What follows belongs to an exercise in optimizing a design on an open flow for small area and a short achievable clock period; a production flow would make more cautious choices. Only simulation tests tie the RTL to the original design; equivalence was not proved. The clock port is modelled as an ideal driver, which makes a skipped or thinned clock tree look cheaper than it is; a real chip needs a root buffer or a tree. No activity file was given, so power comes from the tool's default toggle rates.

[flow/design.v]
module commit_trace_buffer #(
  parameter int DATA_W = 32,
  parameter int REG_W  = 5,
  parameter int DEPTH  = 16,
  parameter int WRAP   = 0,
  parameter int INUM_W = 16
) (
  input  logic                      clk,
  input  logic                      rst,
  input  logic                      retire_valid,
  input  logic [DATA_W-1:0]         retire_pc,
  input  logic                      retire_halt,
  input  logic                      retire_regwrite,
  input  logic [REG_W-1:0]          retire_reg,
  input  logic [DATA_W-1:0]         retire_wdata,
  input  logic                      retire_memwrite,
  input  logic [DATA_W-1:0]         retire_memaddr,
  input  logic [DATA_W-1:0]         retire_memdata,
  output logic                      out_valid,
  input  logic                      out_ready,
  output logic [INUM_W-1:0]         out_inum,
  output logic [DATA_W-1:0]         out_pc,
  output logic [1:0]                out_kind,
  output logic [REG_W-1:0]          out_reg,
  output logic [DATA_W-1:0]         out_value,
  output logic [DATA_W-1:0]         out_addr,
  output logic [$clog2(DEPTH):0]    count,
  output logic                      overflow,
  output logic                      halted
);
  localparam int CNT_W = $clog2(DEPTH) + 1;
  localparam int MD    = DEPTH - 1;                        
  localparam int W     = INUM_W + DATA_W + 2 + 2 * DATA_W;  
  localparam logic [CNT_W-1:0] FULL_CNT = CNT_W'(DEPTH);
  logic [W-1:0]      mem [MD];
  logic [W-1:0]      head;
  logic [MD-1:0]     wp;               
  logic [MD-1:0]     wa, wf;           
  logic [MD:0]       rs;               
  logic [CNT_W-1:0]  cnt;
  logic              valid_q;          
  logic              full_q;           
  logic [INUM_W-1:0] inum_ctr;
  logic              ovf_q, halted_q;
  logic              accept, pop, store, to_mem, mem_pop, head_ld;
  logic [1:0]        new_kind;
  logic [W-1:0]      new_entry, head_nx;
  logic [MD-1:0]     rp, rp_nx, wp_nx;
  logic [CNT_W-1:0]  cnt_nx;
  logic              inc, dec, valid_nx, mne_nx, full_nx;
  always_comb begin
    accept   = retire_valid & ~halted_q;
    pop      = valid_q & out_ready;
    store    = accept & (~full_q | out_ready);
    to_mem   = store & (~rs[MD] | (valid_q & ~out_ready));
    mem_pop  = pop & ~rs[MD];
    head_ld  = ~valid_q | out_ready;
    new_kind = retire_halt ? 2'd3 : retire_regwrite ? 2'd1 : retire_memwrite ? 2'd2 : 2'd0;
    new_entry = {inum_ctr, retire_pc, new_kind,
                 retire_regwrite ? retire_wdata : retire_memdata,
                 retire_regwrite ? DATA_W'(retire_reg) : retire_memaddr};
    head_nx = {W{rs[MD]}} & new_entry;
    for (int i = 0; i < MD; i++) head_nx = head_nx | ({W{rs[i]}} & mem[i]);
    inc      = store & ~pop;
    dec      = pop & ~store;
    cnt_nx   = inc ? cnt + CNT_W'(1) : dec ? cnt - CNT_W'(1) : cnt;
    valid_nx = inc | (dec ? (cnt != CNT_W'(1)) : valid_q);
    mne_nx   = inc ? valid_q : dec ? (cnt > CNT_W'(2)) : ~rs[MD];
    full_nx  = inc ? (cnt == FULL_CNT - CNT_W'(1)) : (full_q & ~dec);
    rp     = rs[MD] ? wp : rs[MD-1:0];
    rp_nx  = mem_pop ? {rp[MD-2:0], rp[MD-1]} : rp;
    wp_nx  = to_mem  ? {wp[MD-2:0], wp[MD-1]} : wp;
  end
  always_ff @(posedge clk) begin
    if (rst) begin
      wp       <= MD'(1);
      wa       <= MD'(1);
      wf       <= '0;
      rs       <= {1'b1, MD'(0)};
      cnt      <= '0;
      valid_q  <= 1'b0;
      full_q   <= 1'b0;
      inum_ctr <= '0;
      ovf_q    <= 1'b0;
      halted_q <= 1'b0;
    end else begin
      if (accept)                      inum_ctr <= inum_ctr + INUM_W'(1);
      if (accept & retire_halt)        halted_q <= 1'b1;
      if (accept & full_q & ~out_ready) ovf_q   <= 1'b1;
      wp      <= wp_nx;
      wa      <= full_nx ? '0 : wp_nx;
      wf      <= (full_nx & ~(halted_q | (accept & retire_halt))) ? wp_nx : '0;
      rs      <= mne_nx ? {1'b0, rp_nx} : {1'b1, MD'(0)};
      cnt     <= cnt_nx;
      valid_q <= valid_nx;
      full_q  <= full_nx;
    end
  end
  always_ff @(posedge clk) begin
    for (int i = 0; i < MD; i++)
      if (wa[i] | (wf[i] & out_ready & retire_valid)) mem[i] <= new_entry;
    if (head_ld) head <= head_nx;
  end
  assign {out_inum, out_pc, out_kind, out_value, out_addr} = head;
  assign out_reg   = head[REG_W-1:0];
  assign out_valid = valid_q;
  assign count     = cnt;
  assign overflow  = ovf_q;
  assign halted    = halted_q;
endmodule
[flow/flow/run.sh]
#!/bin/bash
# The standard layout (the standard.sh) with buf_2 port buffers and a clock tree without dummy
# loads whose sink clusters are driven by clkbuf_8; after CTS the tree's root buffer is replaced by
# four roots by the clk port (flow/split_root.tcl), then the standard flow routes and finishes.
# Tool output: standard_cts.log, split_root.log, standard_finish.log here, and ORFS's step logs.
set -euo pipefail
ARGS=(
  "BUFFER_PORTS_ARGS=-buffer_cell sky130_fd_sc_hd__buf_2"
  "CTS_ARGS=-sink_clustering_enable -repair_clock_nets -dont_use_dummy_load -root_buf sky130_fd_sc_hd__clkbuf_16 -buf_list sky130_fd_sc_hd__clkbuf_16 -sink_clustering_buffer sky130_fd_sc_hd__clkbuf_8 -sink_clustering_size 16 -sink_clustering_max_diameter 50"
)
bash standard.sh "${ARGS[@]}" cts > standard_cts.log 2>&1
R=orfs/results/${FLOW_PLATFORM}/commit_trace_buffer/base
SPLIT_ODB=$R/4_cts.odb openroad -no_init -exit flow/split_root.tcl > split_root.log 2>&1
touch $R/4_cts.sdc
bash standard.sh "${ARGS[@]}" finish > standard_finish.log 2>&1
[flow/flow/split_root.tcl]
# Replace the clock tree's root buffer by four clkbuf_16 roots placed together by the clk port,
# each driving the quarter of the root's loads (the next tree level) nearest to one another:
# in effect a four-times stronger root. The clk port then feeds exactly these four pins.
read_db $::env(SPLIT_ODB)
set block [ord::get_db_block]
set root [$block findInst clkbuf_0_clk]
if {$root == "NULL"} { puts "split_root: no root buffer, layout left as it is"; exit 0 }
set onet [[$root findITerm X] getNet]
set inet [[$root findITerm A] getNet]
set port_loads 0
foreach it [$inet getITerms] { incr port_loads }
if {$port_loads != 1} { puts "split_root: clk port feeds $port_loads pins, layout left as it is"; exit 0 }
set loads {}
foreach it [$onet getITerms] { if {![$it isOutputSignal]} { lappend loads $it } }
puts "split_root: root drives [llength $loads] pins"
if {[llength $loads] < 8} { puts "split_root: too few loads, layout left as it is"; exit 0 }
proc cx {it} { set b [[$it getInst] getBBox]; return [expr {([$b xMin]+[$b xMax])/2}] }
proc cy {it} { set b [[$it getInst] getBBox]; return [expr {([$b yMin]+[$b yMax])/2}] }
# Quarter the loads: halves by x, then each half by y.
set sx [lsort -command {apply {{a b} {expr {[cx $a] - [cx $b]}}}} $loads]
set h [expr {[llength $sx] / 2}]
set groups {}
foreach half [list [lrange $sx 0 [expr {$h - 1}]] [lrange $sx $h end]] {
  set sy [lsort -command {apply {{a b} {expr {[cy $a] - [cy $b]}}}} $half]
  set q [expr {[llength $sy] / 2}]
  lappend groups [lrange $sy 0 [expr {$q - 1}]] [lrange $sy $q end]
}
set pb [[lindex [[$block findBTerm clk] getBPins] 0] getBBox]
set px [expr {([$pb xMin] + [$pb xMax]) / 2}]
set py [expr {([$pb yMin] + [$pb yMax]) / 2}]
set master [[ord::get_db] findMaster sky130_fd_sc_hd__clkbuf_16]
set k 0
foreach g $groups {
  set net [odb::dbNet_create $block clknet_root_$k]
  $net setSigType CLOCK
  set inst [odb::dbInst_create $block $master clkbuf_root_$k]
  set gx 0; set gy 0
  foreach it $g {
    set gx [expr {$gx + [cx $it]}]; set gy [expr {$gy + [cy $it]}]
    $it disconnect
    $it connect $net
  }
  set gx [expr {$gx / [llength $g]}]; set gy [expr {$gy / [llength $g]}]
  # 20 um in from the port toward the group's loads.
  set dx [expr {$gx - $px}]; set dy [expr {$gy - $py}]
  set d [expr {max(1.0, sqrt($dx * $dx + $dy * $dy))}]
  $inst setLocation [expr {int($px + $dx / $d * 20000)}] [expr {int($py + $dy / $d * 20000)}]
  $inst setPlacementStatus PLACED
  foreach p {VPWR VGND VPB VNB} {
    set rn [[$root findITerm $p] getNet]
    if {$rn != "NULL"} { [$inst findITerm $p] connect $rn }
  }
  [$inst findITerm A] connect $inet
  [$inst findITerm X] connect $net
  puts "split_root: clkbuf_root_$k drives [llength $g] pins"
  incr k
}
odb::dbInst_destroy $root
odb::dbNet_destroy $onet
detailed_placement
check_placement -verbose
write_db $::env(SPLIT_ODB)
[flow/standard.sh]
#!/bin/bash
# synth_recipe.tcl (not shown) runs the flow's synth.tcl, then flattens the netlist and writes it again
# the make line also repeats each setting of config.mk as NAME=value (left out here)
make -C /OpenROAD-flow-scripts/flow DESIGN_CONFIG=/design/flow/config.mk WORK_HOME=/design/flow/orfs CLKGATE_MAP_FILE= SYNTH_SCRIPT=/design/flow/synth_recipe.tcl "${@:-finish}"
[flow/config.mk]
export PLATFORM = sky130hd
export DESIGN_NAME = commit_trace_buffer
export DESIGN_NICKNAME = commit_trace_buffer
export VERILOG_FILES = /design/flow/design.v
export SDC_FILE = /design/flow/constraint.sdc
export NUM_CORES = 4
export LEC_CHECK = 0
export CAP_MARGIN = 20
export CORE_MARGIN = 2
export CORE_UTILIZATION = 50
export SETUP_SLACK_MARGIN = 2.7
export SLEW_MARGIN = 20
[flow/constraint.sdc]
create_clock -name core_clock -period 5.0 [get_ports {clk}]
set_input_delay 1.0000 -clock core_clock [delete_from_list [all_inputs] [get_ports {clk}]]
set_output_delay 1.0000 -clock core_clock [all_outputs]
set_load 0.01 [all_outputs]
==> results by group, run 1 <==
Route
  • Drt first pass iters: 6
  • Via count: 38,590
  • Antenna viol nets, final: 0
  • Routed len/inst: 35.99 um
  • Drt drc: 0
  • Routed wire length: around 210 mm
  • Vias per Instance: about 6.8
  • Iter 0 DRT Violations: about 5,500

GRT
  • GRT Max-Usage Layer: met2
  • Gr ovfl total: 0
  • Pin count of the biggest net entering global routing: 115
  • Antenna violations before repair: 20
  • Met2 Usage GRT: 0.4430
  • Vias in the first global route: roughly 37,000
  • Overall routing resource usage: 0.2728
  • GR Layer Usage met1: 0.3910
  • First-pass GRT wire length: 273.9 mm
  • Met3 usage: 0.04253

Timing
  • Endpoints failing setup: 0
  • Final setup TNS: 0 ns
  • WHS: roughly 0.50 ns
  • Setup Skew: between 0.1 and 0.15 ns
  • Unrepaired setup endpoints after global routing: yes
  • Worst slew pin tran: 1.094 ns
  • Period utilization: 0.4650
  • Max-slew headroom: 0.2693
  • Max Freq: about 430 MHz
  • Min Clock Period, post-route: 2.325 ns
  • Pins Over Slew Limit: 0
  • Final hold violations: 0

Yosys
  • Top cells by area, synth: edfxtp_1 (80%), a22oi_1 (3.5%), a221oi_1 (3.0%)
  • Synth Register Bits: ~1,900
  • Post-synth top area share: 0.8030
  • EDFF count, synth: 1,824
  • Post-Syn Area: roughly 68,000 um^2
  • Async SR Flop Fraction: 0
  • Cell variety after synth: 48
  • Syn avg cell area: between 15 and 20 um^2
  • Ys flop type: edfxtp_1
  • Synth warn: 2
  • Mapped Nets: between 3,000 and 4,000
  • Syn Inst Count: ~3,500
  • Count leader, synth: edfxtp_1
  • Post-synth top area cell: edfxtp_1
  • Commonest cells in the netlist: edfxtp_1 (1,824), a22oi_1 (320), a221oi_1 (230), a22o_1 (229), clkbuf_1 (180)
  • Post-synthesis sequential area ratio: 0.8283

Worst setup path
  • Worst R2R End: head[96]$_DFFE_PN_
  • Critical Path RT: 5.21 ns
  • Worst path max stage delay: roughly 0.56 ns
  • Cells along the critical path: buf_2, and2_4, a21o_4, buf_4
  • Crit Path Category: in -> reg
  • Crit-path slowest cell: a21o_4
  • Worst setup EP type: register
  • Worst r2r src: rs[4]$_SDFF_PP0_
  • WP buf/inv: 2
  • R2R depth: 4
  • WP data arrival: ~2.5 ns
  • R2R Setup Slk: between 2 and 3 ns
  • CP max FO: 27
  • Critical path launch point type: input pin
  • CP top delay family: buffers and inverters

Cells and area
  • Fin cells: between 5,000 and 6,000
  • P&R area growth vs syn: 11.09%
  • Share of layout cells above drive strength 1: 0.1850
  • Fillers: 10,390
  • Multi-input logic area: between 10,000 and 15,000 um^2
  • Nets: around 4,100
  • Area occupied by registers: about 57,000 um^2

Placement
  • Port Buffer Count: about 270
  • Post-DP HPWL: ~95 mm
  • Placer congestion estimate: 0.7440
  • Placed cell count: 5,451

Clock network
  • Clock latency on the worst-skew pair: about 0.6 ns
  • Worst-path clk slew: 0.09 ns
  • Clock sinks: roughly 1,900

Flow run
  • Max-capacitance violation count: 0

Floorplan
  • Starting Density: 0.5035
  • Horiz. Die Dim: roughly 370 um
  • Die height: 373.3 um
  • Core Area: between 100,000 and 150,000 um^2
  • Die Area: 139,400 um^2
  • Top-Level Pins: 267
  • Row cnt: 135

Power
  • Clk pwr share: 0.300
  • Switch share: 0.2134
  • Combinational share of power: 0.042
  • Int Power: roughly 22 mW
  • Lkg Pwr: about 25 nW
  • Peak supply drop: approximately 660 uV
  • Share of power burned in registers: 0.657
  • Switching power: a little under 6 mW
  • Pwr Density: 361.3 nW/um^2

Worst hold path
  • Hold Crit Depth: 2
  • Hold WC Path Type: reg -> reg
  • Min-delay src: mem[8][3]$_DFFE_PP_
  • Hold Crit Endpoint: head[3]$_DFFE_PN_

Run status
  • Outcome: complete, no violations
cell families (layout without fill, tap and decap cells):
| kind of cell | Yosys count | in the layout | synth area share |
|---|---|---|---|
| compound gates | 956 | 971 | 0.1148 |
| xor+xnor | 12 | 12 | 0.001541 |
| fa+ha+maj | 8 | 8 | 0.001468 |
| buf+inv | 245 | 605 | 0.01422 |
| flops | 1910 | 1910 | 0.8283 |
| mux | 83 | 83 | 0.01313 |
| other cells | 0 | 1 | 0 |
| simple gates | 333 | 335 | 0.02662 |
layer usage:
metal / part of all wire / vias to the layer above / wire (um)
li1: - / 15700 / -
met2: 0.47 / 2320 / 97260
met5: 0.00060 / - / 123
met3: 0.11 / 328 / 22020
met4: 0.029 / 20 / 5882
met1: 0.39 / 20220 / 80090
cell type report:
type | instances | share of cell area
Tap cell | 1781 | 0.02941
Antenna cell | 1 | 0.00003303
Multi-Input combinational cell | 1409 | 0.1462
Buffer | 4 | 0.001321
Inverter | 8 | 0.0003963
Timing Repair Buffer | 432 | 0.04427
Clock buffer | 161 | 0.03162
Sequential cell | 1910 | 0.7467
placed cells by master, fill, tap and decap left out, types with 62 or more instances in the layout:
cell and n:
nor2_1 78, a22o_1 229, buf_2 258, edfxtp_1 1824
dfxtp_1 62, a222oi_1 66, a221oi_1 229, nand3_1 71
nand4_1 119, a22oi_1 320, clkbuf_8 145, buf_4 107
power by group through the flow:
stage / clock [mW] / combinational [mW] / sequential [mW]
2_1_floorplan: 0 / 0.498 / 18.3
3_3_place_gp: 0 / 1.08 / 18.4
3_5_place_dp: 0 / 1.09 / 18.4
4_1_cts: 8.11 / 1.12 / 18.0
5_1_grt: 8.85 / 1.23 / 18.0
6_report: 8.22 / 1.16 / 18.0
flip-flops by register name, indices dropped and copies added (netlist names):
name	count
rs	16
inum_ctr	16
head	114
wf	15
ovf_q	1
cnt	5
mem	1710
wp	15
valid_q	1
wa	15
halted_q	1
full_q	1
per-stage QoR:
stage | cell area [um^2] | total power [mW] | worst slack, ns | util
2_1_floorplan | 68410 | 18.84 | 2.062 | -
3_5_place_dp | 72050 | 19.45 | 1.744 | 0.5319
6_report | 75770 | 27.38 | 2.675 | 0.5593
5_1_grt | 75770 | 28.10 | 2.607 | 0.5593
4_1_cts | 74850 | 27.23 | 2.432 | 0.5526
3_3_place_gp | 72050 | 19.43 | 1.755 | 0.5319
worst max path at each step:
stage | start | to | slack [ns] | depth (start not counted)
2_1_floorplan | out_ready | wf[10]$_SDFF_PP0_ | 2.06 | 5
3_3_place_gp | retire_regwrite | head[0]$_DFFE_PN_ | 1.76 | 5
3_5_place_dp | retire_regwrite | head[0]$_DFFE_PN_ | 1.74 | 5
4_1_cts | head[2]$_DFFE_PN_ | out_reg[2] | 2.43 | 1
5_1_grt | out_ready | cnt[3]$_SDFFE_PP0P_ | 2.61 | 9
6_report | out_ready | mem[10][11]$_DFFE_PP_ | 2.68 | 4
tightest hold or removal path, stage by stage, from the launching register on:
cell	delay (ns)
edfxtp_1	0.32
a221oi_1	0.07
nand4_1	0.06
what timing repair did:
action | CTS | global route
gates cloned | 4 | 16
buffers inserted | 12 | 57
hold buffers | 0 | 0
pin swaps | 5 | 14
gates resized for setup | 29 | 25
endpoints found under the setup margin | 269 | 1465
==> run 2: changes to the inputs <==
--- a/flow/config.mk
+++ b/flow/config.mk
@@ -8,5 +8,5 @@
 export CAP_MARGIN = 20
 export CORE_MARGIN = 2
 export CORE_UTILIZATION = 50
-export SETUP_SLACK_MARGIN = 2.7
+export SETUP_SLACK_MARGIN = 2.9
 export SLEW_MARGIN = 20
==> results by group, run 2 <==
Power
  • Share of power burned in registers: 0.652 (-0.005)
  • Switch share: 0.2150 (+0.001655)
  • Lkg Pwr: 25.34 nW (+3.0%)
  • Combinational share of power: 0.048 (+0.006)
  • Int Power: 21.61 mW (+0.35%)
  • Pwr Density: 355.2 nW/um^2 (-1.7%)
  • Peak supply drop: 672.1 uV (+2.6%)
  • Switching power: 5.920 mW (+1.3%)
  • Power Total: 27.53 mW (+0.56%)
  • Clk pwr share: 0.300 (about the same)

Worst setup path
  • Worst setup EP type: primary output
  • Worst path max stage delay: 0.55 ns (about the same)
  • R2R depth: 4 (unchanged)
  • Critical path launch point type: register
  • R2R Setup Slk: 2.81 ns (+0.08 ns)
  • Critical Path Start: head[12]$_DFFE_PN_
  • WP buf/inv: 1 (-1)
  • Critical Path RT: 4.00 ns (-1.21 ns)
  • CP max FO: 1 (-96%)
  • Cells along the critical path: buf_6
  • Worst R2R End: head[113]$_DFFE_PN_
  • Worst r2r src: rs[15]$_SDFF_PP1_
  • Crit Path Category: reg -> out
  • Crit-path slowest cell: edfxtp_1
  • WP data arrival: 1.31 ns (-1.22 ns)
  • CP top delay family: flip-flops

GRT
  • GRT Max-Usage Layer: met2
  • Antenna violations before repair: 13 (-35%)
  • Met2 Usage GRT: 0.4870 (+0.04406)
  • Overall routing resource usage: 0.3070 (+0.03429)
  • Vias in the first global route: 37,880 (+3.0%)
  • GR Layer Usage met1: 0.4432 (+0.05219)
  • Gr ovfl total: 0 (unchanged)
  • Met3 usage: 0.05450 (+0.01197)
  • First-pass GRT wire length: 302.7 mm (+11%)
  • Pin count of the biggest net entering global routing: 95 (-17%)

Route
  • Antenna viol nets, final: 0 (unchanged)
  • Drt drc: 0 (unchanged)
  • Routed len/inst: 38.96 um (+8.2%)
  • Drt first pass iters: 8 (+2)
  • Iter 0 DRT Violations: 6,770 (+24%)
  • Via count: 40,180 (+4.1%)
  • Routed wire length: 224.8 mm (+9.4%)
  • Vias per Instance: 6.964 (+3.0%)

Clock network
  • Clock latency on the worst-skew pair: 0.63 ns (+0.03 ns)
  • Worst-path clk slew: 0.09 ns (about the same)
  • Hold_buf cts: 0 (unchanged)
  • Clock sinks: 1,910 (unchanged)

Yosys
  • Syn avg cell area: 19.23 um^2 (unchanged)
  • Post-Syn Area: 68,210 um^2 (unchanged)
  • Syn Inst Count: 3,547 (unchanged)
  • Post-synth top area share: 0.8030 (unchanged)
  • Mapped Nets: 3,695 (unchanged)
  • Synth warn: 2 (unchanged)
  • Top cells by area, synth: edfxtp_1 (80%), a22oi_1 (3.5%), a221oi_1 (3.0%)
  • Post-synthesis sequential area ratio: 0.8283 (unchanged)
  • Commonest cells in the netlist: edfxtp_1 (1,824), a22oi_1 (320), a221oi_1 (230), a22o_1 (229), clkbuf_1 (180)
  • Post-synth top area cell: edfxtp_1
  • Synth Register Bits: 1,910 (unchanged)
  • Cell variety after synth: 48 (unchanged)
  • Count leader, synth: edfxtp_1
  • Ys flop type: edfxtp_1
  • EDFF count, synth: 1,824 (unchanged)
  • Async SR Flop Fraction: 0 (unchanged)

Placement
  • Post-DP HPWL: 92.04 mm (-3.3%)
  • Placer congestion estimate: 0.7726 (+3.8%)
  • Port Buffer Count: 266 (unchanged)
  • Placed cell count: 5,438 (-0.24%)

Timing
  • Final hold violations: 0 (unchanged)
  • Period utilization: 0.4623 (-0.002660)
  • Max Freq: 432.6 MHz (+0.58%)
  • Unrepaired setup endpoints after global routing: yes
  • Worst slew pin tran: 1.044 ns (-0.04987 ns)
  • Min Clock Period, post-route: 2.312 ns (-0.01330 ns)
  • Max-slew headroom: 0.3027 (+0.03332)
  • Pins Over Slew Limit: 0 (unchanged)
  • Setup Skew: 0.1570 ns (+0.04284 ns)
  • Final setup TNS: 0 ns (unchanged)
  • Endpoints failing setup: 0 (unchanged)

Cells and area
  • P&R area growth vs syn: 13.64%
  • Share of layout cells above drive strength 1: 0.2049 (+0.01986)
  • Most frequent cells in the layout: edfxtp_1 (1,824), a22oi_1 (320), buf_2 (248)
  • Largest register FFs: 1,710 (unchanged)
  • Commonest non-fill, non-tap cell in the layout: edfxtp_1
  • Biggest regs: mem (1710), head (114)
  • Fin cells: 5,769 (+1.1%)
  • Nets: 4,133 (+1.4%)
  • Most flop-heavy register: mem
  • Core Util, Final: 0.5722 (+0.01284)

Floorplan
  • Horiz. Die Dim: 373.3 um (unchanged)
  • Starting Density: 0.5035 (unchanged)
  • Die height: 373.3 um (unchanged)
  • Core Area: 135,500 um^2 (unchanged)
  • Die Area: 139,400 um^2 (unchanged)
  • Top-Level Pins: 267 (unchanged)
  • Row cnt: 135 (unchanged)

Worst hold path
  • Hold WC Path Type: reg -> reg
  • Hold Crit Endpoint: ovf_q$_SDFFE_PP0P_
  • Min-delay src: ovf_q$_SDFFE_PP0P_
  • Hold Crit Depth: 2 (unchanged)

Run status
  • Outcome: complete, no violations

Flow run
  • Max-capacitance violation count: 0 (unchanged)
## run 2: changes by cell type in the layout (fill, tap and decap cells not counted), moves of 8 or more
cell,change
bufbuf_16,+8
buf_16,+13
a21o_4,+10
mux2_2,-31
mux2_4,+31
a21oi_2,+21
clkbuf_16,+8
buf_4,-13
buf_2,-10
buf_12,+19
buf_6,+23
a21oi_1,-21
## run 2: cell type report
type	count	area, um^2
diodes	5	12.51
flip-flops and latches	1910	56580
fillers	10220	57960
plain buffers	4	100.1
clock buffers	161	2396
multi-input cells	1415	11430
inverters	8	32.53
repair buffers	485	4730
well taps	1781	2228
## run 2: worst max-delay path by stage
| stage | to | depth (start not counted) |
|---|---|---|
| detailed placement | wa[0]$_SDFF_PP1_ | 5 |
| CTS | out_kind[1] | 1 |
| global placement | wa[0]$_SDFF_PP1_ | 5 |
| global route | out_kind[1] | 1 |
| floorplan | wf[10]$_SDFF_PP0_ | 5 |
| finish | out_addr[12] | 1 |
## run 2: what timing repair did
| action | 4_1_cts | 5_1_grt |
|---|---|---|
| gates resized for setup | 71 | 58 |
| endpoints found under the setup margin | 1205 | 1767 |
| setup buffers | 56 | 58 |
| gates cloned | 31 | 16 |
| pin swaps | 16 | 10 |
## run 2: power groups by stage
stage / sequential (mW) / combinational, mW / clock [mW]
6_report: 18.0 / 1.31 / 8.26
5_1_grt: 18.0 / 1.38 / 8.82
4_1_cts: 18.0 / 1.24 / 8.11
3_5_place_dp: 18.3 / 1.12 / 0
3_3_place_gp: 18.3 / 1.11 / 0
2_1_floorplan: 18.3 / 0.527 / 0
## run 2: layer usage
metal,wire [um],up-vias
met5,41,-
met4,6933,6
met3,25830,400
met2,104900,2825
met1,87030,21090
li1,-,15860
## run 2: kinds of logic after synthesis
group,synth area share
and+or+nand+nor,0.02662
muxes,0.01313
xor gates and xnor gates,0.001541
DFF,0.8283
AOI/OAI and AO/OA,0.1148
buffers and inverters,0.01422
adders and majority gates,0.001468
## run 2: through the flow
step	hold slack [ns]	cell area [um^2]	worst slack, ns
after floorplan	0.4853	68650	2.062
after global placement	0.5007	72260	1.527
after detailed placement	0.4830	72260	1.499
after CTS	0.5040	76250	2.434
after global routing	0.5287	77500	2.672
final	0.5042	77510	2.688
==> run 3: changes to the inputs <==
--- a/flow/design.v
+++ b/flow/design.v
@@ -35,17 +35,17 @@
   logic [W-1:0]      mem [MD];
   logic [W-1:0]      head;
   logic [MD-1:0]     wp;               
-  logic [MD-1:0]     wa, wf;           
   logic [MD:0]       rs;               
   logic [CNT_W-1:0]  cnt;
   logic              valid_q;          
   logic              full_q;           
   logic [INUM_W-1:0] inum_ctr;
   logic              ovf_q, halted_q;
-  logic              accept, pop, store, to_mem, mem_pop, head_ld;
+  logic              accept, pop, store, to_mem, mem_pop, head_ld, mem_we;
   logic [1:0]        new_kind;
   logic [W-1:0]      new_entry, head_nx;
   logic [MD-1:0]     rp, rp_nx, wp_nx;
+  logic [MD:0]       hsel;
   logic [CNT_W-1:0]  cnt_nx;
   logic              inc, dec, valid_nx, mne_nx, full_nx;
   always_comb begin
@@ -55,12 +55,14 @@
     to_mem   = store & (~rs[MD] | (valid_q & ~out_ready));
     mem_pop  = pop & ~rs[MD];
     head_ld  = ~valid_q | out_ready;
+    mem_we   = ~full_q | (out_ready & accept);
     new_kind = retire_halt ? 2'd3 : retire_regwrite ? 2'd1 : retire_memwrite ? 2'd2 : 2'd0;
     new_entry = {inum_ctr, retire_pc, new_kind,
                  retire_regwrite ? retire_wdata : retire_memdata,
                  retire_regwrite ? DATA_W'(retire_reg) : retire_memaddr};
-    head_nx = {W{rs[MD]}} & new_entry;
-    for (int i = 0; i < MD; i++) head_nx = head_nx | ({W{rs[i]}} & mem[i]);
+    hsel    = {rs[MD:0] & {(MD+1){head_ld}}};
+    head_nx = ({W{~head_ld}} & head) | ({W{hsel[MD]}} & new_entry);
+    for (int i = 0; i < MD; i++) head_nx = head_nx | ({W{hsel[i]}} & mem[i]);
     inc      = store & ~pop;
     dec      = pop & ~store;
     cnt_nx   = inc ? cnt + CNT_W'(1) : dec ? cnt - CNT_W'(1) : cnt;
@@ -74,8 +76,6 @@
   always_ff @(posedge clk) begin
     if (rst) begin
       wp       <= MD'(1);
-      wa       <= MD'(1);
-      wf       <= '0;
       rs       <= {1'b1, MD'(0)};
       cnt      <= '0;
       valid_q  <= 1'b0;
@@ -88,8 +88,6 @@
       if (accept & retire_halt)        halted_q <= 1'b1;
       if (accept & full_q & ~out_ready) ovf_q   <= 1'b1;
       wp      <= wp_nx;
-      wa      <= full_nx ? '0 : wp_nx;
-      wf      <= (full_nx & ~(halted_q | (accept & retire_halt))) ? wp_nx : '0;
       rs      <= mne_nx ? {1'b0, rp_nx} : {1'b1, MD'(0)};
       cnt     <= cnt_nx;
       valid_q <= valid_nx;
@@ -98,8 +96,8 @@
   end
   always_ff @(posedge clk) begin
     for (int i = 0; i < MD; i++)
-      if (wa[i] | (wf[i] & out_ready & retire_valid)) mem[i] <= new_entry;
-    if (head_ld) head <= head_nx;
+      if (wp[i] & mem_we) mem[i] <= new_entry;
+    head <= head_nx;
   end
   assign {out_inum, out_pc, out_kind, out_value, out_addr} = head;
   assign out_reg   = head[REG_W-1:0];
--- a/flow/config.mk
+++ b/flow/config.mk
@@ -8,5 +8,5 @@
 export CAP_MARGIN = 20
 export CORE_MARGIN = 2
 export CORE_UTILIZATION = 50
-export SETUP_SLACK_MARGIN = 2.9
+export SETUP_SLACK_MARGIN = 2.8
 export SLEW_MARGIN = 20
==> results by group, run 3 <==
Cells and area
  • Share of layout cells above drive strength 1: 0.2173 (+0.01248)
  • Most frequent cells in the layout: edfxtp_1 (1,710), a22oi_1 (354), a22o_1 (232)
  • Biggest regs: mem (1710), head (114)
  • Nets: 4,277 (+3.5%)
  • Finished Cell Area: 77,320 um^2 (-0.25%)
  • Most flop-heavy register: mem
  • P&R area growth vs syn: 14.26%
  • Largest register FFs: 1,710 (unchanged)
  • Commonest non-fill, non-tap cell in the layout: edfxtp_1

Route
  • Iter 0 DRT Violations: 5,641 (-17%)
  • Antenna viol nets, final: 0 (unchanged)
  • Routed len/inst: 36.33 um (-6.7%)
  • Via count: 39,800 (-0.93%)
  • Drt first pass iters: 8 (unchanged)
  • Routed wire length: 214.4 mm (-4.6%)
  • Drt drc: 0 (unchanged)
  • Vias per Instance: 6.744 (-3.2%)

Floorplan
  • Starting Density: 0.5051 (+0.001646)
  • Die Area: 138,300 um^2 (-0.78%)
  • Top-Level Pins: 267 (unchanged)
  • Die height: 371.9 um (-0.39%)
  • Row cnt: 134 (-0.74%)
  • Horiz. Die Dim: 371.9 um (-0.39%)
  • Core Area: 134,000 um^2 (-1.1%)

Power
  • Combinational share of power: 0.056 (+0.008)
  • Pwr Density: 355.2 nW/um^2 (about the same)
  • Peak supply drop: 211.7 uV (-68%)
  • Share of power burned in registers: 0.646 (-0.006)
  • Int Power: 21.43 mW (-0.84%)
  • Lkg Pwr: 24.82 nW (-2.0%)
  • Switch share: 0.2195 (+0.004526)
  • Power Total: 27.46 mW (-0.26%)
  • Switching power: 6.029 mW (+1.8%)
  • Clk pwr share: 0.298 (-0.002)

Placement
  • Post-DP HPWL: 93.38 mm (+1.5%)
  • Post-DP Area: 71,310 um^2 (-1.3%)
  • Port Buffer Count: 266 (unchanged)
  • Placer congestion estimate: 0.7699 (-0.35%)

Yosys
  • Mapped Nets: 3,887 (+5.2%)
  • Commonest cells in the netlist: edfxtp_1 (1,710), a22oi_1 (354), a221oi_1 (232), a22o_1 (232), dfxtp_1 (170)
  • Syn Inst Count: 3,739 (+5.4%)
  • EDFF count, synth: 1,710 (-6.3%)
  • Synth Register Bits: 1,880 (-1.6%)
  • Syn avg cell area: 18.10 um^2 (-5.9%)
  • Post-synth top area cell: edfxtp_1
  • Ys flop type: edfxtp_1
  • Synth warn: 2 (unchanged)
  • Cell variety after synth: 49 (+2.1%)
  • Post-synth top area share: 0.7588 (-0.04420)
  • Count leader, synth: edfxtp_1
  • Post-synthesis sequential area ratio: 0.8091 (-0.01915)
  • Post-Syn Area: 67,670 um^2 (-0.79%)
  • Top cells by area, synth: edfxtp_1 (76%), dfxtp_1 (5.0%), a22oi_1 (3.9%)
  • Async SR Flop Fraction: 0 (unchanged)

Timing
  • Unrepaired setup endpoints after global routing: yes
  • Period utilization: 0.4563 (-0.006002)
  • Max-slew headroom: 0.2957 (-0.006955)
  • Worst slew pin tran: 1.054 ns (+0.01041 ns)
  • Endpoints failing setup: 0 (unchanged)
  • Min Clock Period, post-route: 2.282 ns (-0.03001 ns)
  • Setup Skew: 0.09229 ns (-0.06474 ns)
  • Final hold violations: 0 (unchanged)
  • WHS: 0.4868 ns (-0.01744 ns)
  • Pins Over Slew Limit: 0 (unchanged)
  • Max Freq: 438.3 MHz (+1.3%)
  • Final setup TNS: 0 ns (unchanged)

Worst setup path
  • Critical path launch point type: input pin
  • Crit Path Category: in -> reg
  • Worst setup EP type: register
  • Critical Path RT: 5.24 ns (+1.24 ns)
  • CP max FO: 39 (+38)
  • WP data arrival: 2.52 ns (+1.21 ns)

Flow run
  • Max-capacitance violation count: 0 (unchanged)

GRT
  • Pin count of the biggest net entering global routing: 111 (+17%)
  • First-pass GRT wire length: 285.0 mm (-5.9%)
  • Overall routing resource usage: 0.2896 (-0.01749)
  • Vias in the first global route: 37,560 (-0.86%)
  • Gr ovfl total: 0 (unchanged)
  • Antenna violations before repair: 8 (-5)

Clock network
  • Clock sinks: 1,880 (-1.6%)
  • Clock latency on the worst-skew pair: 0.60 ns (-0.03 ns)
  • Worst-path clk slew: 0.07 ns (-0.02 ns)

Run status
  • Outcome: complete, no violations

Worst hold path
  • Hold WC Path Type: reg -> reg
run 3: changes by cell type after synthesis, moves of 47 or more:
cell      previous run  this run
and3_1               1        50
nor2_1              78       125
a41oi_1              0        48
nand4_1            119        71
dfxtp_1             86       170
buf_2               16        73
clkbuf_1           180       132
nand2_1              9        78
edfxtp_1          1824      1710
run 3: area by class of cell:
type	count	area [um^2]
sequential	1880	55120
clock buffer	160	2382
fill	10070	56640
multi-input combinational	1608	12140
inverter	9	33.78
tap	1768	2212
buffer	4	100.1
antenna	7	17.52
timing repair buffer	466	5315
run 3: cells by family after synthesis:
logic type	after synthesis	synth area share
DFF	1880	0.8091
muxes	83	0.01326
xor gates and xnor gates	15	0.001941
adders and majority gates	8	0.001479
and+or+nand+nor	438	0.03239
buffers and inverters	268	0.01673
AOI/OAI and AO/OA	1047	0.1251
run 3: power groups by stage:
stage | logic (mW) | clock network, mW | registers, mW
after floorplan | 0.586 | 0 | 18.0
after global placement | 1.18 | 0 | 18.0
after detailed placement | 1.20 | 0 | 18.0
after CTS | 1.45 | 8.05 | 17.7
after global routing | 1.63 | 8.82 | 17.8
final | 1.53 | 8.20 | 17.7
run 3: repair_timing:
action	4_1_cts	5_1_grt
buffers inserted	64	35
resized for setup	341	65
setup endpoints to repair	1464	1352
pin swaps	15	5
cloned	17	26
hold buffers	0	0
run 3: routing by layer:
| layer | global-route usage | vias to the layer above | wire length, um |
|---|---|---|---|
| met3 | 0.04971 | 314 | 22740 |
| met1 | 0.4159 | 20790 | 84770 |
| met4 | 0.06739 | 0 | 6147 |
| met5 | 0 | - | 0 |
| met2 | 0.4656 | 2421 | 100800 |
| li1 | - | 16280 | - |
run 3: path summary, 6_finish.rpt:
check                                           start                    end  slack (ns)  cells after the start
worst max-delay path                     retire_valid  mem[14][52]$_DFFE_PP_        2.72                      8
worst min register to register     ovf_q$_SDFFE_PP0P_     ovf_q$_SDFFE_PP0P_        0.49                      2
worst min-delay path               ovf_q$_SDFFE_PP0P_     ovf_q$_SDFFE_PP0P_        0.49                      2
worst max register to register  halted_q$_SDFFE_PP0P_  mem[14][52]$_DFFE_PP_        2.76                      8
run 3: worst max-delay path, stage by stage:
cell      delay (ns)
buf_2           0.13
and2b_4         0.22
nand2b_4        0.16
nand2_8         0.21
buf_4           0.15
and2_4          0.15
buf_12          0.16
buf_16          0.25
run 3: metrics by stage:
| step | setup slack, ns | instances | utilization |
|---|---|---|---|
| floorplan | 2.235 | 3739 | - |
| global placement | 1.673 | 5589 | 0.5324 |
| detailed placement | 1.649 | 5589 | 0.5324 |
| CTS | 2.631 | 5831 | 0.5666 |
| global route | 2.697 | 5900 | 0.5771 |
| finish | 2.719 | 5902 | 0.5772 |
==> run 4: changes to the inputs <==
--- a/flow/config.mk
+++ b/flow/config.mk
@@ -8,5 +8,5 @@
 export CAP_MARGIN = 20
 export CORE_MARGIN = 2
 export CORE_UTILIZATION = 50
-export SETUP_SLACK_MARGIN = 2.8
+export SETUP_SLACK_MARGIN = 2.9
 export SLEW_MARGIN = 20
==> results by group, run 4 <==
Cells and area
  • Fin cells: 5,889 (-0.22%)
  • Most flop-heavy register: mem
  • Commonest non-fill, non-tap cell in the layout: edfxtp_1
  • Fillers: 9,926 (-1.4%)
  • Most frequent cells in the layout: edfxtp_1 (1,710), a22oi_1 (354), a22o_1 (232), a221oi_1 (232), buf_6 (154)
  • Share of layout cells above drive strength 1: 0.2176 (+0.0002850)
  • Largest register FFs: 1,710 (unchanged)
  • Biggest regs: mem (1710), head (114)
  • Area occupied by registers: 55,110 um^2 (about the same)
  • P&R area growth vs syn: 13.91%
  • Multi-input logic area: 12,220 um^2 (+0.68%)
  • Nets: 4,267 (-0.23%)

Floorplan
  • Die Area: 138,300 um^2 (unchanged)
  • Core Area: 134,000 um^2 (unchanged)
  • Die height: 371.9 um (unchanged)
  • Top-Level Pins: 267 (unchanged)
  • Starting Density: 0.5051 (unchanged)
  • Horiz. Die Dim: 371.9 um (unchanged)
  • Row cnt: 134 (unchanged)

Route
  • Drt drc: 0 (unchanged)
  • Antenna viol nets, final: 0 (unchanged)
  • Routed wire length: 213.7 mm (-0.33%)
  • Routed len/inst: 36.29 um (-0.11%)
  • Drt first pass iters: 8 (unchanged)
  • Vias per Instance: 6.764 (+0.31%)
  • Iter 0 DRT Violations: 5,941 (+5.3%)
  • Via count: 39,840 (+0.085%)

Placement
  • Placed cell count: 5,591 (+0.036%)
  • Dpl ws: 1.628 ns (-0.02048 ns)
  • Placer congestion estimate: 0.7612 (-1.1%)
  • Post-DP HPWL: 93.82 mm (+0.47%)
  • Port Buffer Count: 266 (unchanged)

Yosys
  • Syn avg cell area: 18.10 um^2 (unchanged)
  • EDFF count, synth: 1,710 (unchanged)
  • Commonest cells in the netlist: edfxtp_1 (1,710), a22oi_1 (354), a221oi_1 (232), a22o_1 (232), dfxtp_1 (170)
  • Post-synth top area share: 0.7588 (unchanged)
  • Syn Inst Count: 3,739 (unchanged)
  • Top cells by area, synth: edfxtp_1 (76%), dfxtp_1 (5.0%), a22oi_1 (3.9%)
  • Ys flop type: edfxtp_1
  • Count leader, synth: edfxtp_1
  • Post-synth top area cell: edfxtp_1
  • Post-Syn Area: 67,670 um^2 (unchanged)
  • Async SR Flop Fraction: 0 (unchanged)
  • Post-synthesis sequential area ratio: 0.8091 (unchanged)
  • Synth warn: 2 (unchanged)
  • Cell variety after synth: 49 (unchanged)
  • Mapped Nets: 3,887 (unchanged)
  • Synth Register Bits: 1,880 (unchanged)

Clock network
  • Hold_buf cts: 0 (unchanged)
  • Worst-path clk slew: 0.05 ns (-0.02 ns)
  • Clock latency on the worst-skew pair: 0.60 ns (about the same)
  • Clock sinks: 1,880 (unchanged)

Worst setup path
  • Critical path launch point type: input pin
  • WP data arrival: 2.62 ns (+0.10 ns)
  • Critical Path RT: 5.46 ns (+0.22 ns)
  • CP max FO: 8 (-79%)
  • Worst setup EP type: register
  • Crit Path Category: in -> reg

GRT
  • Overall routing resource usage: 0.2982 (+0.008689)
  • Antenna violations before repair: 6 (-2)
  • Pin count of the biggest net entering global routing: 124 (+12%)
  • First-pass GRT wire length: 291.6 mm (+2.3%)
  • Gr ovfl total: 0 (unchanged)
  • Vias in the first global route: 38,210 (+1.8%)

Timing
  • Final setup TNS: 0 ns (unchanged)
  • Pins Over Slew Limit: 0 (unchanged)
  • Endpoints failing setup: 0 (unchanged)
  • Final hold violations: 0 (unchanged)
  • Setup Skew: 0.1018 ns (+0.009481 ns)
  • Max Freq: 462.4 MHz (+5.5%)
  • Worst Setup Slack, final: 2.837 ns (+0.1188 ns)
  • Period utilization: 0.4325 (-0.02376)
  • Min Clock Period, post-route: 2.163 ns (-0.1188 ns)
  • Max-slew headroom: 0.3132 (+0.01747)
  • Unrepaired setup endpoints after global routing: yes
  • Worst slew pin tran: 1.028 ns (-0.02614 ns)

Power
  • Power Total: 27.32 mW (-0.53%)
  • Pwr Density: 354.4 nW/um^2 (-0.22%)
  • Lkg Pwr: 24.74 nW (-0.33%)
  • Peak supply drop: 193.8 uV (-8.5%)

Worst hold path
  • Hold WC Path Type: reg -> reg

Flow run
  • Max-capacitance violation count: 0 (unchanged)

Run status
  • Outcome: complete, no violations
[run 4: cell types whose count changed in the layout (fill, tap and decap cells not counted), moves of 6 or more]
cell       previous run  this run
clkbuf_8            145       139
buf_4                83        74
mux2_4                0        10
clkbuf_16            43        28
buf_12               44        57
buf_6               143       154
mux2_2               53        43
buf_16               32        25
dfxtp_2              71        80
[run 4: report_power, final]
| group | total [mW] | switching [mW] | leakage (nW) | internal (mW) |
|---|---|---|---|---|
| logic | 1.54 | 0.880 | 6.38 | 0.662 |
| clock network | 8.05 | 4.82 | 1.25 | 3.23 |
| registers | 17.7 | 0.262 | 17.1 | 17.5 |
[run 4: layer usage]
metal	part of all wire	wire, um	vias to the layer above	GRT usage
li1	-	-	16260	-
met1	0.40	84580	20760	0.4296
met2	0.46	98940	2436	0.4664
met3	0.11	22920	373	0.05725
met4	0.034	7272	0	0.08576
met5	0	0	-	0
[run 4: timing repair]
item,CTS,global route
gates resized for setup,370,53
setup buffers,82,18
gates cloned,27,8
endpoints found under the setup margin,1762,1153
pin swaps,19,10
[run 4: worst max-delay path, stage by stage]
cell and delay [ns]:
buf_6 0.11, and2b_2 0.23, nand2b_4 0.13, buf_6 0.12, ha_4 0.14, nor2b_1 0.05, a311o_1 0.40, a21o_4 0.30
nor2_2 0.12
[run 4: through the flow]
stage                     instance area, um^2  utilization  hold WS (ns)
final                                   77080       0.5754        0.4921
after global placement                  71340       0.5326        0.4779
after global routing                    77080       0.5754        0.5180
after floorplan                         67850            -        0.4806
after detailed placement                71340       0.5326        0.4808
after CTS                               76350       0.5700        0.4944
[run 4: worst paths after layout]
kind                    startpoint              endpoint  slack, ns  cells past startpoint
max                   retire_valid      rs[3]$_SDFF_PP0_       2.84                      9
max reg2reg  halted_q$_SDFFE_PP0P_  mem[3][65]$_DFFE_PP_       2.88                      7
min              head[107]$_DFF_P_     head[107]$_DFF_P_       0.49                      2
min reg2reg      head[107]$_DFF_P_     head[107]$_DFF_P_       0.49                      2
[run 4: cell families (layout without fill, tap and decap cells)]
| group | Yosys count | in the layout | synth area share |
|---|---|---|---|
| flip-flops | 1880 | 1880 | 0.8091 |
| AND/OR/NAND/NOR | 438 | 457 | 0.03239 |
| multiplexers | 83 | 83 | 0.01326 |
| adder cells (fa/ha/maj) | 8 | 8 | 0.001479 |
| other | 0 | 4 | 0 |
| AO/OA/AOI/OAI | 1047 | 1048 | 0.1251 |
| XOR/XNOR | 15 | 15 | 0.001941 |
| buffers and inverters | 268 | 626 | 0.01673 |
[run 4: final cells by class]
type	count	area share
tap	1768	0.02870
inverter	9	0.0004383
multi-input combinational	1611	0.1586
clock buffer	155	0.03001
sequential	1880	0.7150
timing repair buffer	458	0.06587
buffer	4	0.001299
antenna	4	0.0001299
==> run 5: changes to the inputs <==
--- a/flow/config.mk
+++ b/flow/config.mk
@@ -8,5 +8,5 @@
 export CAP_MARGIN = 20
 export CORE_MARGIN = 2
 export CORE_UTILIZATION = 50
-export SETUP_SLACK_MARGIN = 2.9
+export SETUP_SLACK_MARGIN = 3.1
 export SLEW_MARGIN = 20
==> results by group, run 5 <==
Run status
  • Outcome: complete, no violations

Yosys
  • Async SR Flop Fraction: 0 (unchanged)
  • Post-Syn Area: 67,670 um^2 (unchanged)
  • Cell variety after synth: 49 (unchanged)
  • Syn Inst Count: 3,739 (unchanged)
  • Proportion of synthesized area in mux cells: 0.01326 (unchanged)
  • Largest family of logic cells by synthesized area: compound AO/OA/AOI/OAI gates
  • Mapped Nets: 3,887 (unchanged)
  • Syn avg cell area: 18.10 um^2 (unchanged)
  • Post-synthesis sequential area ratio: 0.8091 (unchanged)
  • Compound-Gate Fraction of Synth Area: 0.1251 (unchanged)
  • Adder-Cell Fraction of Synth Area: 0.001479 (unchanged)
  • Commonest cells in the netlist: edfxtp_1 (1,710), a22oi_1 (354), a221oi_1 (232), a22o_1 (232), dfxtp_1 (170)
  • Post-synth top area cell: edfxtp_1
  • EDFF count, synth: 1,710 (unchanged)
  • Top cells by area, synth: edfxtp_1 (76%), dfxtp_1 (5.0%), a22oi_1 (3.9%)
  • Post-synth top area share: 0.7588 (unchanged)
  • Count leader, synth: edfxtp_1
  • Simple-gate share of the synthesized area: 0.03239 (unchanged)
  • Post-Synth XOR/XNOR Area: 0.001941 (unchanged)
  • Synth Register Bits: 1,880 (unchanged)
  • Synth warn: 2 (unchanged)
  • Ys flop type: edfxtp_1

Power
  • Lkg Pwr: 28.08 nW (+14%)
  • Combinational share of power: 0.065 (+0.009)
  • Power Total: 27.81 mW (+1.8%)
  • Clk pwr share: 0.298 (+0.003)
  • Peak supply drop: 224.9 uV (+16%)
  • Pwr Density: 328.9 nW/um^2 (-7.2%)
  • Switch share: 0.2243 (+0.006029)
  • Share of power burned in registers: 0.637 (-0.012)
  • Int Power: 21.57 mW (+1.0%)
  • Switching power: 6.239 mW (+4.6%)

Worst setup path
  • Critical Path RT: 5.30 ns (-0.16 ns)
  • Crit Path Category: in -> reg
  • Crit-path slowest cell: and2_4
  • Worst setup EP type: register
  • WP data arrival: 2.47 ns (-0.15 ns)
  • CP max FO: 7 (-1)
  • Critical path launch point type: input pin
  • Worst path max stage delay: 0.29 ns (-0.11 ns)
  • Cells along the critical path: buf_8, and2b_2, nand2b_4, buf_12, nand2_8, buf_12, and2_4, clkbuf_16, clkbuf_16

Floorplan
  • Top-Level Pins: 267 (unchanged)
  • Horiz. Die Dim: 371.9 um (unchanged)
  • Row cnt: 134 (unchanged)
  • Die height: 371.9 um (unchanged)
  • Core Area: 134,000 um^2 (unchanged)
  • Die Area: 138,300 um^2 (unchanged)
  • Starting Density: 0.5051 (unchanged)

Route
  • Antenna viol nets, final: 0 (unchanged)
  • Iter 0 DRT Violations: 7,674 (+29%)
  • Routed len/inst: 41.53 um (+14%)
  • Drt drc: 0 (unchanged)
  • Via count: 43,770 (+9.9%)
  • Drt first pass iters: 8 (unchanged)
  • Routed wire length: 258.4 mm (+21%)
  • Vias per Instance: 7.034 (+4.0%)

GRT
  • First-pass GRT wire length: 309.6 mm (+6.2%)
  • Pin count of the biggest net entering global routing: 73 (-41%)
  • Vias in the first global route: 39,420 (+3.2%)
  • Gr ovfl total: 0 (unchanged)
  • GR Layer Usage met1: 0.4590 (+0.02937)
  • GRT Max-Usage Layer: met2
  • Met2 Usage GRT: 0.4977 (+0.03135)
  • Overall routing resource usage: 0.3188 (+0.02055)
  • Antenna violations before repair: 10 (+4)
  • Met3 usage: 0.06031 (+0.003060)

Timing
  • Setup Skew: 0.1431 ns (+0.04129 ns)
  • Final hold violations: 0 (unchanged)
  • Min Clock Period, post-route: 2.173 ns (+0.009810 ns)
  • Max Freq: 460.3 MHz (-0.45%)
  • Worst Setup Slack, final: 2.828 ns (-0.009810 ns)
  • Worst slew pin tran: 0.7468 ns (-0.2813 ns)
  • Max-slew headroom: 0.5021 (+0.1890)
  • Period utilization: 0.4345 (+0.001962)
  • Pins Over Slew Limit: 0 (unchanged)
  • Final setup TNS: 0 ns (unchanged)
  • Unrepaired setup endpoints after global routing: yes
  • WHS: 0.4938 ns (+0.001672 ns)
  • Endpoints failing setup: 0 (unchanged)

Cells and area
  • Multi-input logic area: 12,520 um^2 (+2.5%)
  • Area occupied by registers: 55,140 um^2 (about the same)
  • Biggest regs: mem (1710), head (114)
  • Fillers: 9,040 (-8.9%)
  • Finished Cell Area: 84,560 um^2 (+9.7%)
  • Share of layout cells above drive strength 1: 0.2797 (+0.06210)
  • Fin cells: 6,222 (+5.7%)
  • Most flop-heavy register: mem
  • Nets: 4,597 (+7.7%)
  • Commonest non-fill, non-tap cell in the layout: edfxtp_1
  • P&R area growth vs syn: 24.96%
  • Most frequent cells in the layout: edfxtp_1 (1,710), a22oi_1 (354), a22o_1 (232)
  • Core Util, Final: 0.6313 (+0.05585)
  • Largest register FFs: 1,710 (unchanged)

Worst hold path
  • Hold WC Path Type: reg -> reg

Placement
  • Placed cell count: 5,588 (-0.054%)
  • Post-DP Area: 71,480 um^2 (+0.20%)
  • Port Buffer Count: 266 (unchanged)
  • Dpl ws: 1.716 ns (+0.08766 ns)
  • Post-DP HPWL: 91.60 mm (-2.4%)
  • Placer congestion estimate: 0.7468 (-1.9%)

Clock network
  • Clock sinks: 1,880 (unchanged)
  • Clock latency on the worst-skew pair: 0.63 ns (+0.03 ns)
  • Hold_buf cts: 0 (unchanged)
  • Worst-path clk slew: 0.07 ns (+0.02 ns)

Flow run
  • Max-capacitance violation count: 0 (unchanged)
==> run 5: cell counts after synthesis <==
No cell type changed its count.
==> run 5: final timing paths <==
path / slack (ns) / start / cells after the start / end
worst max-delay path: 2.83 / retire_valid / 9 / mem[8][4]$_DFFE_PP_
worst min register to register: 0.49 / head[41]$_DFF_P_ / 1 / head[41]$_DFF_P_
worst min-delay path: 0.49 / head[41]$_DFF_P_ / 1 / head[41]$_DFF_P_
worst max register to register: 2.92 / rs[13]$_SDFF_PP0_ / 5 / head[26]$_DFF_P_
==> run 5: cells by family (layout without fill, tap and decap cells) <==
family / count (synthesis) / count (layout)
DFF: 1880 / 1880
xor gates and xnor gates: 15 / 15
and+or+nand+nor: 438 / 455
adders and majority gates: 8 / 8
AOI/OAI and AO/OA: 1047 / 1048
buffers and inverters: 268 / 958
other: 0 / 7
muxes: 83 / 83
==> run 5: layer usage <==
| layer | share of wire | vias up | wire length [um] |
|---|---|---|---|
| met5 | 0.00093 | - | 239 |
| met4 | 0.053 | 6 | 13740 |
| met3 | 0.15 | 726 | 38420 |
| met2 | 0.44 | 3741 | 114800 |
| met1 | 0.35 | 22330 | 91220 |
| li1 | - | 16960 | - |
==> run 5: timing repair <==
action	4_1_cts	5_1_grt
pin swaps	18	15
endpoints found under the setup margin	1883	1922
cloned	59	172
resized for setup	452	285
buffers inserted	133	100
==> run 5: cell type report <==
class | instances | share of cell area
Antenna cell | 7 | 0.0002071
Buffer | 4 | 0.001184
Clock buffer | 159 | 0.02801
Inverter | 9 | 0.0004291
Multi-Input combinational cell | 1609 | 0.1481
Sequential cell | 1880 | 0.6521
Tap cell | 1768 | 0.02616
Timing Repair Buffer | 786 | 0.1438
==> run 5: power by group through the flow <==
stage	sequential (mW)	combinational (mW)	clock, mW
after detailed placement	18.0	1.23	0
after global routing	17.7	1.88	8.79
after global placement	18.0	1.21	0
after CTS	17.7	1.61	8.00
after floorplan	18.0	0.625	0
final	17.7	1.80	8.29
==> run 5: worst max-delay path, delay by kind of cell <==
family	cells	cell delay (ns)
buf+inv	5	0.79
simple gates	4	0.65
==> run 6: changes to the inputs <==
--- a/flow/config.mk
+++ b/flow/config.mk
@@ -8,5 +8,5 @@
 export CAP_MARGIN = 20
 export CORE_MARGIN = 2
 export CORE_UTILIZATION = 50
-export SETUP_SLACK_MARGIN = 3.1
+export SETUP_SLACK_MARGIN = 3.0
 export SLEW_MARGIN = 20
==> results by group, run 6 <==
Run status
  • Outcome: complete, no violations

Timing
  • Endpoints failing setup: 0 (unchanged)
  • Min Clock Period, post-route: 2.188 ns (+0.01520 ns)
  • Worst slew pin tran: 1.164 ns (+0.4170 ns)
  • Pins Over Slew Limit: 0 (unchanged)
  • Final hold violations: 0 (unchanged)
  • Final setup TNS: 0 ns (unchanged)
  • Period utilization: 0.4375 (+0.003040)
  • Unrepaired setup endpoints after global routing: yes
  • Setup Skew: 0.09605 ns (-0.04702 ns)
  • Max Freq: 457.1 MHz (-0.69%)
  • Max-slew headroom: 0.2241 (-0.2780)

Placement
  • Port Buffer Count: 266 (unchanged)
  • Post-DP Area: 71,510 um^2 (about the same)
  • Post-DP HPWL: 91.59 mm (about the same)
  • Placer congestion estimate: 0.7422 (-0.62%)

Yosys
  • Ys flop type: edfxtp_1
  • Commonest cells in the netlist: edfxtp_1 (1,710), a22oi_1 (354), a221oi_1 (232), a22o_1 (232), dfxtp_1 (170)
  • Post-Syn Area: 67,670 um^2 (unchanged)
  • Cell variety after synth: 49 (unchanged)
  • Synth warn: 2 (unchanged)
  • Post-synthesis sequential area ratio: 0.8091 (unchanged)
  • Post-synth top area cell: edfxtp_1
  • Top cells by area, synth: edfxtp_1 (76%), dfxtp_1 (5.0%), a22oi_1 (3.9%)
  • Mapped Nets: 3,887 (unchanged)
  • Count leader, synth: edfxtp_1
  • Syn avg cell area: 18.10 um^2 (unchanged)
  • Syn Inst Count: 3,739 (unchanged)
  • Synth Register Bits: 1,880 (unchanged)
  • EDFF count, synth: 1,710 (unchanged)
  • Async SR Flop Fraction: 0 (unchanged)
  • Post-synth top area share: 0.7588 (unchanged)

GRT
  • Overall routing resource usage: 0.3093 (-0.009483)
  • GR Layer Usage met1: 0.4501 (-0.008870)
  • First-pass GRT wire length: 302.2 mm (-2.4%)
  • GRT Max-Usage Layer: met2
  • Pin count of the biggest net entering global routing: 117 (+60%)
  • Met2 Usage GRT: 0.4917 (-0.006005)
  • Vias in the first global route: 38,670 (-1.9%)
  • Antenna violations before repair: 14 (+4)
  • Gr ovfl total: 0 (unchanged)
  • Met3 usage: 0.05296 (-0.007344)

Cells and area
  • Commonest non-fill, non-tap cell in the layout: edfxtp_1
  • Most flop-heavy register: mem
  • Finished Cell Area: 80,680 um^2 (-4.6%)
  • Most frequent cells in the layout: edfxtp_1 (1,710), a22oi_1 (354), a22o_1 (232), a221oi_1 (232), buf_6 (146)
  • Nets: 4,432 (-3.6%)
  • Share of layout cells above drive strength 1: 0.2499 (-0.02986)
  • Largest register FFs: 1,710 (unchanged)
  • P&R area growth vs syn: 19.22%
  • Biggest regs: mem (1710), head (114)
  • Fillers: 9,527 (+5.4%)

Floorplan
  • Die Area: 138,300 um^2 (unchanged)
  • Core Area: 134,000 um^2 (unchanged)
  • Die height: 371.9 um (unchanged)
  • Starting Density: 0.5051 (unchanged)
  • Horiz. Die Dim: 371.9 um (unchanged)
  • Row cnt: 134 (unchanged)
  • Top-Level Pins: 267 (unchanged)

Route
  • Drt drc: 0 (unchanged)
  • Via count: 42,130 (-3.7%)
  • Iter 0 DRT Violations: 7,122 (-7.2%)
  • Vias per Instance: 6.961 (-1.0%)
  • Routed len/inst: 39.23 um (-5.5%)
  • Routed wire length: 237.5 mm (-8.1%)
  • Drt first pass iters: 5 (-3)
  • Antenna viol nets, final: 0 (unchanged)

Worst setup path
  • Crit-path slowest cell: and2_2
  • Worst setup EP type: register
  • WP buf/inv: 2 (-3)
  • Cells along the critical path: buf_8, and2b_4, nand2b_4, nand2_8, buf_4, and2_2
  • R2R Setup Slk: 2.88 ns (-0.04 ns)
  • Worst r2r src: rs[13]$_SDFF_PP0_
  • Worst path max stage delay: 0.65 ns (+0.36 ns)
  • Critical path launch point type: input pin
  • Crit Path Category: in -> reg
  • CP top delay family: simple AND/OR/NAND/NOR gates
  • WP data arrival: 2.40 ns (-0.07 ns)
  • Critical Path RT: 5.21 ns (-0.09 ns)
  • CP max FO: 15 (+8)
  • Worst R2R End: head[26]$_DFF_P_
  • R2R depth: 5 (unchanged)

Clock network
  • Hold_buf cts: 0 (unchanged)
  • Clock sinks: 1,880 (unchanged)
  • Worst-path clk slew: 0.09 ns (+0.02 ns)
  • Clock latency on the worst-skew pair: 0.62 ns (about the same)

Power
  • Lkg Pwr: 26.33 nW (-6.2%)
  • Share of power burned in registers: 0.643 (+0.006)
  • Combinational share of power: 0.058 (-0.007)
  • Switch share: 0.2208 (-0.003566)
  • Switching power: 6.088 mW (-2.4%)
  • Clk pwr share: 0.299 (about the same)
  • Int Power: 21.49 mW (-0.39%)
  • Peak supply drop: 241.5 uV (+7.4%)
  • Pwr Density: 341.8 nW/um^2 (+3.9%)

Worst hold path
  • Hold Crit Endpoint: head[5]$_DFF_P_
  • Hold WC Path Type: reg -> reg
  • Hold Crit Depth: 2 (+1)
  • Min-delay src: head[5]$_DFF_P_

Flow run
  • Max-capacitance violation count: 0 (unchanged)
-- run 6: cell counts after synthesis --
No cell type changed its count.
-- run 6: worst max path at each step --
stage	from	end	slack, ns	cells past startpoint
finish	retire_valid	mem[2][68]$_DFFE_PP_	2.81	6
global placement	retire_valid	mem[2][99]$_DFFE_PP_	1.70	6
floorplan	retire_valid	mem[1][0]$_DFFE_PP_	2.24	5
global route	head[65]$_DFF_P_	out_kind[1]	2.85	1
detailed placement	retire_valid	mem[2][99]$_DFFE_PP_	1.68	6
CTS	head[14]$_DFF_P_	out_addr[14]	2.63	1
-- run 6: final cells by class --
type / instances / area (um^2) / share of cell area
antenna: 3 / 7.507 / 0.00009305
buffer: 4 / 100.1 / 0.001241
clock buffer: 161 / 2396 / 0.02970
inverter: 9 / 36.28 / 0.0004497
multi-input combinational: 1616 / 12420 / 0.1539
sequential: 1880 / 55140 / 0.6834
tap: 1768 / 2212 / 0.02742
timing repair buffer: 612 / 8373 / 0.1038
-- run 6: kinds of logic (layout without fill, tap and decap cells) --
logic type	after synthesis	in the layout	share of synthesized area
flip-flops	1880	1880	0.8091
AO/OA/AOI/OAI	1047	1048	0.1251
AND/OR/NAND/NOR	438	462	0.03239
buffers and inverters	268	786	0.01673
multiplexers	83	83	0.01326
XOR/XNOR	15	15	0.001941
adder cells (fa/ha/maj)	8	8	0.001479
other	0	3	0
-- run 6: power groups by stage --
stage | Combinational [mW] | Sequential [mW] | Clock (mW)
final | 1.61 | 17.7 | 8.24
after global routing | 1.70 | 17.7 | 8.82
after CTS | 1.51 | 17.7 | 8.07
after detailed placement | 1.24 | 18.0 | 0
after global placement | 1.21 | 18.0 | 0
after floorplan | 0.605 | 18.0 | 0
-- run 6: per-stage QoR --
step | hold slack, ns | cells | setup WS (ns) | utilization | total power [mW]
after CTS | 0.4936 | 5869 | 2.635 | 0.5759 | 27.30
final | 0.4931 | 6053 | 2.812 | 0.6023 | 27.58
after detailed placement | 0.4741 | 5587 | 1.684 | 0.5338 | 19.26
after global routing | 0.5111 | 6051 | 2.853 | 0.6022 | 28.27
after global placement | 0.4682 | 5587 | 1.701 | 0.5338 | 19.23
after floorplan | 0.4807 | 3739 | 2.235 | - | 18.58
-- run 6: what timing repair did --
item                       in CTS  in global routing
pin swaps                      17                 13
resized for setup             399                159
buffers inserted               81                 90
cloned                         39                 88
setup endpoints to repair    1782               2045
-- run 6: worst register-to-register path: stages (launching register included) --
cell and delay (ns):
dfxtp_4 0.35, buf_12 0.22, a22o_1 0.82, a221oi_1 0.29
nand4_1 0.17, o22a_1 0.19
-- run 6: layer usage --
layer	up-vias	part of all wire
met5	-	0.00045
li1	16610	-
met2	3152	0.46
met4	18	0.036
met3	481	0.13
met1	21880	0.38
==> run 7: changes to the inputs <==
--- a/flow/config.mk
+++ b/flow/config.mk
@@ -7,6 +7,6 @@
 export LEC_CHECK = 0
 export CAP_MARGIN = 20
 export CORE_MARGIN = 2
-export CORE_UTILIZATION = 50
-export SETUP_SLACK_MARGIN = 3.0
+export CORE_UTILIZATION = 55
+export SETUP_SLACK_MARGIN = 2.9
 export SLEW_MARGIN = 20
==> results by group, run 7 <==
Timing
  • Max Freq: 458.1 MHz (+0.21%)
  • Final setup TNS: 0 ns (unchanged)
  • Endpoints failing setup: 0 (unchanged)
  • Unrepaired setup endpoints after global routing: yes
  • Setup Skew: 0.1002 ns (+0.004107 ns)
  • Worst slew pin tran: 1.092 ns (-0.07203 ns)

Power
  • Pwr Density: 351.1 nW/um^2 (+2.7%)
  • Int Power: 21.36 mW (-0.62%)
  • Share of power burned in registers: 0.648 (+0.005)
  • Switch share: 0.2186 (-0.002203)
  • Peak supply drop: 481.0 uV (+99%)

Worst setup path
  • Worst path max stage delay: 0.60 ns (-0.05 ns)
  • Worst setup EP type: register
  • R2R depth: 4 (-1)

GRT
  • Pin count of the biggest net entering global routing: 117 (unchanged)
  • Vias in the first global route: 38,990 (+0.82%)
  • Antenna violations before repair: 4 (-10)
  • Gr ovfl total: 0 (unchanged)

Worst hold path
  • Hold WC Path Type: reg -> reg
  • Hold Crit Depth: 2 (unchanged)

Floorplan
  • Core Area: 121,900 um^2 (-9.0%)
  • Row cnt: 128 (-4.5%)

Clock network
  • Worst-path clk slew: 0.07 ns (-0.02 ns)
  • Clock latency on the worst-skew pair: 0.60 ns (-0.02 ns)

Yosys
  • Post-synth top area cell: edfxtp_1
  • Post-synth top area share: 0.7588 (unchanged)
  • Syn avg cell area: 18.10 um^2 (unchanged)
  • Synth Register Bits: 1,880 (unchanged)
  • Syn Inst Count: 3,739 (unchanged)
  • Async SR Flop Fraction: 0 (unchanged)
  • Commonest cells in the netlist: edfxtp_1 (1,710), a22oi_1 (354), a221oi_1 (232), a22o_1 (232), dfxtp_1 (170)
  • Cell variety after synth: 49 (unchanged)
  • Top cells by area, synth: edfxtp_1 (76%), dfxtp_1 (5.0%), a22oi_1 (3.9%)
  • Synth warn: 2 (unchanged)
  • EDFF count, synth: 1,710 (unchanged)

Cells and area
  • Biggest regs: mem (1710), head (114)
  • Largest register FFs: 1,710 (unchanged)
  • Most frequent cells in the layout: edfxtp_1 (1,710), a22oi_1 (354), a22o_1 (232), a221oi_1 (232), buf_6 (146)
  • Most flop-heavy register: mem
  • Commonest non-fill, non-tap cell in the layout: edfxtp_1
  • Fillers: 8,416 (-12%)

Route
  • Drt first pass iters: 9 (+4)
  • Antenna viol nets, final: 0 (unchanged)
  • Routed len/inst: 37.61 um (-4.1%)
  • Vias per Instance: 7.068 (+1.5%)
  • Via count: 41,140 (-2.4%)

Run status
  • Outcome: complete, no violations

Flow run
  • Max-capacitance violation count: 0 (unchanged)

Placement
  • Port Buffer Count: 266 (unchanged)
==> run 7: cell counts after synthesis <==
Identical to the previous run, type by type.
==> run 7: worst paths after layout <==
check                                  startpoint          endpoint  slack [ns]
worst max-delay path                    out_ready  head[15]$_DFF_P_        2.82
worst min-delay path             head[20]$_DFF_P_  head[20]$_DFF_P_        0.50
worst max register to register  rs[13]$_SDFF_PP0_  head[86]$_DFF_P_        2.87
worst min register to register   head[20]$_DFF_P_  head[20]$_DFF_P_        0.50
==> run 7: cells by family (layout without fill, tap and decap cells) <==
logic type,count (synthesis),in the layout,synth area share
other,0,5,0
adders and majority gates,8,8,0.001479
muxes,83,83,0.01326
buffers and inverters,268,702,0.01673
DFF,1880,1880,0.8091
AOI/OAI and AO/OA,1047,1047,0.1251
xor gates and xnor gates,15,15,0.001941
and+or+nand+nor,438,455,0.03239
==> run 7: stage by stage <==
stage | area (um^2) | total power [mW] | worst slack [ns] | utilization | instances
6_report | 77830 | 27.33 | 2.817 | 0.6386 | 5820
5_1_grt | 77820 | 28.00 | 2.744 | 0.6385 | 5817
4_1_cts | 75260 | 27.07 | 2.509 | 0.6175 | 5649
3_5_place_dp | 71320 | 19.23 | 1.766 | 0.5852 | 5457
3_3_place_gp | 71320 | 19.19 | 1.778 | 0.5852 | 5457
2_1_floorplan | 67850 | 18.56 | 2.235 | - | 3739
==> run 7: layout make-up <==
cell class                 count  area share
inverter                       9   0.0004341
clock buffer                 155     0.02973
tap                         1625     0.02612
timing repair buffer         534     0.07826
sequential                  1880      0.7079
buffer                         4    0.001286
antenna                        5   0.0001608
multi-input combinational   1608      0.1561
==> run 7: power groups by stage <==
stage | combinational [mW] | clock (mW) | sequential (mW)
after global routing | 1.63 | 8.63 | 17.7
after detailed placement | 1.22 | 0 | 18.0
after CTS | 1.46 | 7.90 | 17.7
after floorplan | 0.592 | 0 | 18.0
after global placement | 1.19 | 0 | 18.0
final | 1.55 | 8.07 | 17.7
==> run 7: repair_timing <==
action,in CTS,in global routing
buffers inserted,35,107
setup endpoints to repair,1578,1897
gates resized for setup,327,79
gates cloned,1,56
endpoints found under the hold margin,0,0
pin swaps,1,15
==> run 7: critical path, delay by kind of cell <==
family | cells | cell delay (ns)
and+or+nand+nor | 2 | 0.70
buffers and inverters | 2 | 0.71
AOI/OAI and AO/OA | 1 | 0.18
==> run 7: routing by layer <==
| layer | track usage | vias to the layer above | part of all wire |
|---|---|---|---|
| met2 | 0.5025 | 3043 | 0.47 |
| li1 | - | 16410 | - |
| met4 | 0.07517 | 0 | 0.029 |
| met5 | 0 | - | 0 |
| met1 | 0.4583 | 21340 | 0.38 |
| met3 | 0.04437 | 342 | 0.12 |

Setup slack of run 7, layout unchanged: 2.817 ns with ideal ports, 2.777 ns with driving cells assumed (clock clkbuf_16, inputs buf_2), 2.228 ns with port delays also shifted by the 0.617 ns mid clock arrival.
